From an optimization exercise on the open Yosys and OpenROAD flow, aimed at small area, a short achievable clock period and few clock cycles per item; shortcuts taken in it are not production practice.
Only simulation tests tie the RTL to the original design; equivalence was not proved.
No activity file was given, so power comes from the tool's default toggle rates.

### design/flow/design.v
package inv_pkg;
  typedef logic [32-1:0] modulus_t;
  typedef logic [32:0]   operand_t;    
  typedef logic [7-1:0]   count_t;
  typedef struct packed {
    operand_t u;
    operand_t v;
    operand_t r;
    operand_t s;
  } operands_t;
  typedef struct packed {
    operand_t x;
    operand_t y;
  } addsub_in_t;
  typedef enum logic [1:0] {
    SUB_U_V, SUB_V_U, SUB_R_P, SUB_P_R
  } sub_op_e;
  typedef enum logic [2:0] {
    UPD_HOLD, UPD_U_EVEN, UPD_V_EVEN, UPD_U_GT, UPD_V_GE, UPD_R_DIFF
  } upd_e;
  typedef enum logic [2:0] {
    IDLE, LOAD, STEP, WAIT_UNITS, RELEASE, REDUCE, FINAL, DONE
  } ctrl_state_e;
endpackage
`timescale 1ns/1ps
module serial_addsub #(
  parameter bit SUBTRACT = 1'b0
) (
  input  logic                clk,
  input  logic                reset_n,
  input  logic                req,
  input  inv_pkg::addsub_in_t opnds,
  output logic                ack,
  output inv_pkg::operand_t   result
);
  localparam int LANE_W = 5 * 8;
  localparam int CNT_W  = $clog2(5);
  logic [LANE_W-1:0]       x_sh;
  logic [LANE_W-1:0]       y_sh;
  logic [LANE_W-1:0]       acc;
  logic [CNT_W-1:0]        digit_cnt;
  logic                    busy;
  logic                    carry;    
  logic [8-1:0] y_dig;
  logic [8:0]   dig_sum;
  assign y_dig   = SUBTRACT ? ~y_sh[8-1:0] : y_sh[8-1:0];
  assign dig_sum = {1'b0, x_sh[8-1:0]} + {1'b0, y_dig}
                 + {{8{1'b0}}, carry};
  assign result  = acc[32:0];
  always_ff @(posedge clk or negedge reset_n) begin
    if (!reset_n) begin
      busy      <= 1'b0;
      ack       <= 1'b0;
      carry     <= 1'b0;
      digit_cnt <= '0;
    end else if (busy) begin
      carry     <= dig_sum[8];
      digit_cnt <= digit_cnt + 1'b1;
      if (digit_cnt == CNT_W'(5 - 1)) begin
        busy <= 1'b0;
        ack  <= 1'b1;    
      end
    end else if (ack) begin
      if (!req) ack <= 1'b0;
    end else if (req) begin
      busy      <= 1'b1;
      carry     <= SUBTRACT;    
      digit_cnt <= '0;
    end
  end
  always_ff @(posedge clk) begin
    if (!busy && !ack && req) begin
      x_sh <= LANE_W'(opnds.x);
      y_sh <= LANE_W'(opnds.y);
    end else if (busy) begin
      x_sh <= x_sh >> 8;
      y_sh <= y_sh >> 8;
      acc  <= {dig_sum[8-1:0], acc[LANE_W-1:8]};
    end
  end
endmodule
`timescale 1ns/1ps
module operand_bank (
  input  logic                clk,
  input  logic                reset_n,
  input  logic                load,
  input  inv_pkg::modulus_t   p,
  input  inv_pkg::modulus_t   a,
  input  inv_pkg::upd_e       upd,
  input  inv_pkg::sub_op_e    sub_op,
  input  inv_pkg::operand_t   diff,
  input  inv_pkg::operand_t   sum,
  output inv_pkg::operands_t  ops,
  output inv_pkg::addsub_in_t sub_in,
  output inv_pkg::addsub_in_t add_in
);
  inv_pkg::operands_t st;
  inv_pkg::operand_t  p_ext;
  assign p_ext    = {1'b0, p};
  assign ops      = st;
  assign add_in.x = st.r;    
  assign add_in.y = st.s;
  always_ff @(posedge clk or negedge reset_n) begin
    if (!reset_n) begin
      st <= '0;
    end else if (load) begin
      st.u <= p_ext;
      st.v <= {1'b0, a};
      st.r <= '0;
      st.s <= inv_pkg::operand_t'(1);
    end else begin
      case (upd)
        inv_pkg::UPD_U_EVEN: begin
          st.u <= st.u >> 1;
          st.s <= st.s << 1;
        end
        inv_pkg::UPD_V_EVEN: begin
          st.v <= st.v >> 1;
          st.r <= st.r << 1;
        end
        inv_pkg::UPD_U_GT: begin
          st.u <= diff >> 1;    
          st.r <= sum;
          st.s <= st.s << 1;
        end
        inv_pkg::UPD_V_GE: begin
          st.v <= diff >> 1;    
          st.s <= sum;
          st.r <= st.r << 1;
        end
        inv_pkg::UPD_R_DIFF: st.r <= diff;
        default: st <= st;
      endcase
    end
  end
  always_comb begin
    case (sub_op)
      inv_pkg::SUB_U_V: begin sub_in.x = st.u;  sub_in.y = st.v;  end
      inv_pkg::SUB_V_U: begin sub_in.x = st.v;  sub_in.y = st.u;  end
      inv_pkg::SUB_R_P: begin sub_in.x = st.r;  sub_in.y = p_ext; end
      default: begin sub_in.x = p_ext; sub_in.y = st.r;  end
    endcase
  end
endmodule
`timescale 1ns/1ps
module inv_control (
  input  logic               clk,
  input  logic               reset_n,
  input  logic               req,
  input  inv_pkg::modulus_t  p,
  input  inv_pkg::operands_t ops,
  input  logic               sub_ack,
  input  logic               add_ack,
  output logic               ack,
  output logic               load,
  output logic               sub_req,
  output logic               add_req,
  output inv_pkg::sub_op_e   sub_op,
  output inv_pkg::upd_e      upd,
  output inv_pkg::count_t    k
);
  inv_pkg::ctrl_state_e state;
  inv_pkg::ctrl_state_e state_nx;
  inv_pkg::sub_op_e     sub_op_nx;
  logic        sub_req_nx;
  logic        add_req_nx;
  logic        ack_nx;
  logic        k_inc;
  logic        v_zero;
  logic        u_gt_v;
  logic        r_ge_p;
  logic        units_ack;
  logic        units_idle;
  assign v_zero     = (ops.v == '0);
  assign u_gt_v     = (ops.u > ops.v);
  assign r_ge_p     = (ops.r >= {1'b0, p});
  assign units_ack  = sub_ack & add_ack;
  assign units_idle = !sub_ack && !add_ack;
  always_comb begin
    state_nx   = state;
    sub_op_nx  = sub_op;
    sub_req_nx = sub_req;
    add_req_nx = add_req;
    ack_nx     = ack;
    load       = 1'b0;
    upd        = inv_pkg::UPD_HOLD;
    k_inc      = 1'b0;
    case (state)
      inv_pkg::IDLE: if (req) state_nx = inv_pkg::LOAD;
      inv_pkg::LOAD: begin
        load     = 1'b1;
        state_nx = inv_pkg::STEP;
      end
      inv_pkg::STEP: begin
        if (v_zero) begin
          sub_req_nx = 1'b1;
          sub_op_nx  = r_ge_p ? inv_pkg::SUB_R_P : inv_pkg::SUB_P_R;
          state_nx   = r_ge_p ? inv_pkg::REDUCE : inv_pkg::FINAL;
        end else if (!ops.u[0]) begin
          upd   = inv_pkg::UPD_U_EVEN;
          k_inc = 1'b1;
        end else if (!ops.v[0]) begin
          upd   = inv_pkg::UPD_V_EVEN;
          k_inc = 1'b1;
        end else begin
          sub_op_nx  = u_gt_v ? inv_pkg::SUB_U_V : inv_pkg::SUB_V_U;
          sub_req_nx = 1'b1;
          add_req_nx = 1'b1;
          state_nx   = inv_pkg::WAIT_UNITS;
        end
      end
      inv_pkg::WAIT_UNITS: if (units_ack) begin
        upd        = (sub_op == inv_pkg::SUB_U_V) ? inv_pkg::UPD_U_GT : inv_pkg::UPD_V_GE;
        k_inc      = 1'b1;
        sub_req_nx = 1'b0;
        add_req_nx = 1'b0;
        state_nx   = inv_pkg::RELEASE;
      end
      inv_pkg::REDUCE, inv_pkg::FINAL: if (sub_ack) begin
        upd        = inv_pkg::UPD_R_DIFF;
        sub_req_nx = 1'b0;
        state_nx   = inv_pkg::RELEASE;
      end
      inv_pkg::RELEASE: if (units_idle) begin
        case (sub_op)    
          inv_pkg::SUB_R_P: begin
            sub_op_nx  = inv_pkg::SUB_P_R;
            sub_req_nx = 1'b1;
            state_nx   = inv_pkg::FINAL;
          end
          inv_pkg::SUB_P_R: begin
            ack_nx   = 1'b1;
            state_nx = inv_pkg::DONE;
          end
          default: state_nx = inv_pkg::STEP;
        endcase
      end
      inv_pkg::DONE: if (!req) begin
        ack_nx   = 1'b0;
        state_nx = inv_pkg::IDLE;
      end
      default: state_nx = inv_pkg::IDLE;
    endcase
  end
  always_ff @(posedge clk or negedge reset_n) begin
    if (!reset_n) begin
      state   <= inv_pkg::IDLE;
      sub_op  <= inv_pkg::SUB_U_V;
      sub_req <= 1'b0;
      add_req <= 1'b0;
      ack     <= 1'b0;
      k       <= '0;
    end else begin
      state   <= state_nx;
      sub_op  <= sub_op_nx;
      sub_req <= sub_req_nx;
      add_req <= add_req_nx;
      ack     <= ack_nx;
      if (state == inv_pkg::LOAD) k <= '0;
      else if (k_inc) k <= k + 1'b1;
    end
  end
endmodule
`timescale 1ns/1ps
module inv_top (
  input  logic              clk,
  input  logic              reset_n,
  input  logic              req,
  input  inv_pkg::modulus_t p,
  input  inv_pkg::modulus_t a,
  output logic              ack,
  output inv_pkg::modulus_t inv,
  output inv_pkg::count_t   k
);
  inv_pkg::operands_t  ops;
  inv_pkg::addsub_in_t sub_in;
  inv_pkg::addsub_in_t add_in;
  inv_pkg::operand_t   diff;
  inv_pkg::operand_t   sum;
  inv_pkg::sub_op_e    sub_op;
  inv_pkg::upd_e       upd;
  logic       load;
  logic       sub_req;
  logic       add_req;
  logic       sub_ack;
  logic       add_ack;
  assign inv = ops.r[32-1:0];    
  inv_control u_control (
    .clk     (clk),     .reset_n (reset_n), .req     (req),
    .p       (p),       .ops     (ops),
    .sub_ack (sub_ack), .add_ack (add_ack),
    .ack     (ack),     .load    (load),
    .sub_req (sub_req), .add_req (add_req),
    .sub_op  (sub_op),  .upd     (upd),     .k       (k)
  );
  operand_bank u_bank (
    .clk     (clk),     .reset_n (reset_n), .load    (load),
    .p       (p),       .a       (a),
    .upd     (upd),     .sub_op  (sub_op),
    .diff    (diff),    .sum     (sum),
    .ops     (ops),     .sub_in  (sub_in),  .add_in  (add_in)
  );
  serial_addsub #(.SUBTRACT(1'b1)) u_delta (
    .clk     (clk),     .reset_n (reset_n), .req     (sub_req),
    .opnds   (sub_in),  .ack     (sub_ack), .result  (diff)
  );
  serial_addsub #(.SUBTRACT(1'b0)) u_sigma (
    .clk     (clk),     .reset_n (reset_n), .req     (add_req),
    .opnds   (add_in),  .ack     (add_ack), .result  (sum)
  );
endmodule
### design/flow/run.sh
#!/bin/bash
# synth_recipe.tcl (not shown) runs the flow's synth.tcl, then flattens the netlist and writes it again
# the make line also repeats each setting of config.mk as NAME=value (left out here)
make -C /OpenROAD-flow-scripts/flow DESIGN_CONFIG=/design/flow/config.mk WORK_HOME=/design/flow/orfs CLKGATE_MAP_FILE= SYNTH_SCRIPT=/design/flow/synth_recipe.tcl finish
### design/flow/config.mk
export PLATFORM = sky130hd
export DESIGN_NAME = inv_top
export DESIGN_NICKNAME = inv_top
export VERILOG_FILES = /design/flow/design.v
export SDC_FILE = /design/flow/constraint.sdc
export NUM_CORES = 4
export LEC_CHECK = 0
export CAP_MARGIN = 20
export CORE_MARGIN = 2
export CORE_UTILIZATION = 40
export SLEW_MARGIN = 20
### design/flow/constraint.sdc
create_clock -name core_clock -period 4.5 [get_ports {clk}]
set_input_delay 0.9000 -clock core_clock [delete_from_list [all_inputs] [get_ports {clk}]]
set_output_delay 0.9000 -clock core_clock [all_outputs]
set_load 0.01 [all_outputs]
==> notes.md <==
## power breakdown
group	internal, mW	switching (mW)	total (mW)
combinational	0.153	0.150	0.303
clock	1.85	1.43	3.28
sequential	3.58	0.0556	3.63
## final timing paths
path                                      startpoint                    endpoint  slack, ps  cells after the start
setup / recovery           u_bank.st[71]$_DFFE_PN0P_   u_bank.st[33]$_DFFE_PN0P_       1040                      7
hold reg to reg            u_sigma.acc[37]$_DFFE_PP_   u_sigma.acc[29]$_DFFE_PP_        420                      0
setup reg to reg           u_bank.st[71]$_DFFE_PN0P_   u_bank.st[33]$_DFFE_PN0P_       1040                      7
max in group asynchronous                    reset_n   u_bank.st[32]$_DFFE_PN0P_       3160                      2
min in group core_clock    u_sigma.acc[37]$_DFFE_PP_   u_sigma.acc[29]$_DFFE_PP_        420                      0
hold / removal                               reset_n  u_control.k[1]$_DFFE_PN0P_        340                      1
## metal layers
layer / vias to the layer above / track usage (%) / share of wire (%)
met3: 136 / 4.68 / 7.4
met2: 552 / 35.7 / 45
li1: 6397 / - / -
met5: - / 0 / 0
met1: 7204 / 32.6 / 43
met4: 0 / 9.82 / 4.4
## per-stage QoR
stage / area [um^2] / util [%] / power (mW) / hold WS (ps)
after global placement: 21600 / 43.3 / 3.99 / 402
after floorplan: 20100 / - / 3.82 / 400
after detailed placement: 21600 / 43.3 / 4.00 / 405
final: 22900 / 45.9 / 7.22 / 342
after CTS: 22900 / 45.9 / 7.27 / 368
after global routing: 22900 / 45.9 / 7.44 / 394
## critical path: stages, from the launching register on
cell,delay [ps]
dfrtp_1,490
nor4_1,620
nand4_1,390
o21ai_4,450
nor2_2,110
or3_2,890
a21oi_1,270
a21oi_1,60
## logic make-up (layout without fill, tap and decap cells)
logic type | after synthesis | in the layout | synth area share [%]
AOI/OAI and AO/OA | 317 | 317 | 10.4
xor gates and xnor gates | 17 | 17 | 0.739
adders and majority gates | 89 | 89 | 5.68
buffers and inverters | 241 | 307 | 5.45
DFF | 369 | 369 | 51.1
muxes | 230 | 230 | 16.0
and+or+nand+nor | 450 | 450 | 10.6
## sequential cells by signal, indices dropped and copies added (netlist names), 7 cells and up
register,flops
u_sigma.acc,40
u_delta.x_sh,33
u_control.k,7
u_sigma.x_sh,33
u_bank.st,130
u_delta.acc,40
u_sigma.y_sh,33
u_delta.y_sh,33
## area by class of cell
cell class	instances	area (um^2)	share of cell area [%]
Sequential cell	369	10300	44.9
Multi-Input combinational cell	1103	8820	38.5
Timing Repair Buffer	133	1320	5.73
Clock buffer	65	1210	5.27
Tap cell	672	841	3.67
Inverter	96	360	1.57
Clock inverter	13	83.8	0.366
## placed cells by master, fill, tap and decap left out, types with 37 or more instances in the layout
| cell type | count |
|---|---|
| dfrtp_1 | 153 |
| a21oi_1 | 108 |
| edfxtp_1 | 212 |
| a211oi_1 | 37 |
| nand2_1 | 132 |
| clkdlybuf4s50_1 | 105 |
| nor2_1 | 91 |
| ha_1 | 85 |
| mux4_2 | 64 |
| o21ai_0 | 57 |
| nor3_1 | 98 |
| mux2_2 | 101 |
| clkbuf_16 | 42 |
| mux2i_1 | 65 |
| inv_1 | 95 |
==> notes.md <==
- Peak VDD IR: 220 uV
- Post-synthesis cell count: 1713
- Worst-path clk slew: 60 ps
- RePlAce Congestion: 0.927
- Vias in the first global route: 13.9k
- Starting Density: 40.3%
- Total grt overflow: 0
- # diodes: 0
- Hold Crit Class: in2async
- Core Rows: 82
- Synthesis-to-layout area growth: 13.9%
- Pre-CTS setup slack: 1010 ps
- Clock latency on the worst-skew pair: 580 ps
- Routed vias: 14.3k
- Initial antenna violation count: 1
- Post-synth cell types: 60
- Finished Layout Cells: 2451
- Required time of the critical path: 4920 ps
- Worst Setup End Kind: register
- 1st-iter DRT viols: 1577
- Fin Clk Skew: 20.9 ps
- Core box area: 50000 um^2
- Avg Inst Size Synth: 11.8 um^2
- Final Hold Fails: 0
- Crit path DAT: 3880 ps
- Most common cell in the netlist: edfxtp_1
- Layout Nets: 1901
- Mapped Area: 20100 um^2
- First-pass GRT wire length: 91800 um
- Synth top area cells: edfxtp_1, dfrtp_1, mux4_2
- Filler cell count: 4548
- Leak pwr: 8.88 nW
- Post-Place Cells: 2373
- Clock tree sinks: 369
- CTS root buf: clkbuf_16
- Final Max Slew Viols: 0
- Number of synthesis warnings: 4
- Share of layout cells above drive strength 1: 17.0%
- Worst Tran Pin Value: 1150 ps
- Max Fclk: 0.289 GHz
- Final Critical Period: 3460 ps
- CTS Buf Count: 42
- Max-capacitance violation count: 0
- Main synth FF type: edfxtp_1
- Commonest cells in the netlist: edfxtp_1, dfrtp_1, nand2_1
- Asr flop ratio synth: 42.5%
- Average wire per standard cell: 25.1 um
- I/O Buffers: 106
- Postcts setup bufs: 0
- Via density: 5.83
- H-Tree Depth: 2
- Crit share post-route: 76.9%
- Full die area: 52200 um^2
- Post-synth EDFFs: 212
- Synth top area share: 31.6%
- Die Ht: 228 um
- Worst Path Max Fanout: 34
- Top-Level Pins: 107
- Critical path class: reg2reg
- Finish-stage setup viols: 0
- Synth Register Bits: 369
- Largest net degree at the start of global routing: 96
- Detailed Route WL: 61400 um
- CP Launch Type: register
- DPL Wire Length: 43000 um
- DR DRC count: 0
- CTS tree: yes
- RSZ-0062 raised after global routing: no
- Post-DRT Antenna Nets: 0
- Crit path setup slack, layout: 1040 ps
- Die W: 228 um
- Syn nets: 1869
- Rel. slew slack: 23.3%
- Post-synth top area cell: edfxtp_1
- Total track usage: 23.4%
- Post_cts resized: 0
- Hold bufs inserted after CTS: 0
- Power Dens Cells: 315 nW/um^2
- Worst-case clock buffer depth: 3
- Status: no timing/DRC/antenna violations
- Sequential-to-total area share from yosys stat: 51.1%
- First drt pass iteration count: 5
- Fin Setup TNS: 0 ps
Testbench counts, summed over its fixed seeds: cycles 103,350, items 384.

-- port drivers added, routing unchanged --
In the flow no input, the clock included, has a driving cell. The finished layout below was timed again as built, in two steps.
Step 1 sets driving cells, clkbuf_16 on the clock port and buf_2 on the other inputs (assumed; they add their load-dependent delay and slew).
Step 2 moves the port delays by t, midway between the first and last clock arrival at a register: inputs arrive t later, outputs are due t later. That takes back most of the time a late clock gives input paths.
a / b / c = ideal ports / drivers / drivers and shift; a / b = the first two.
t (ns): 0.631
setup slack, ns: 1.039 / 1.039 / 0.966
clock arrival spread, ns: 0.021 / 0.022
worst slew at a driven data input, ns: 0.06
After both steps setup and hold are still met in this run. For this run, drivers alone change the setup slack by 0.000 ns; drivers and shift together by -0.073 ns.
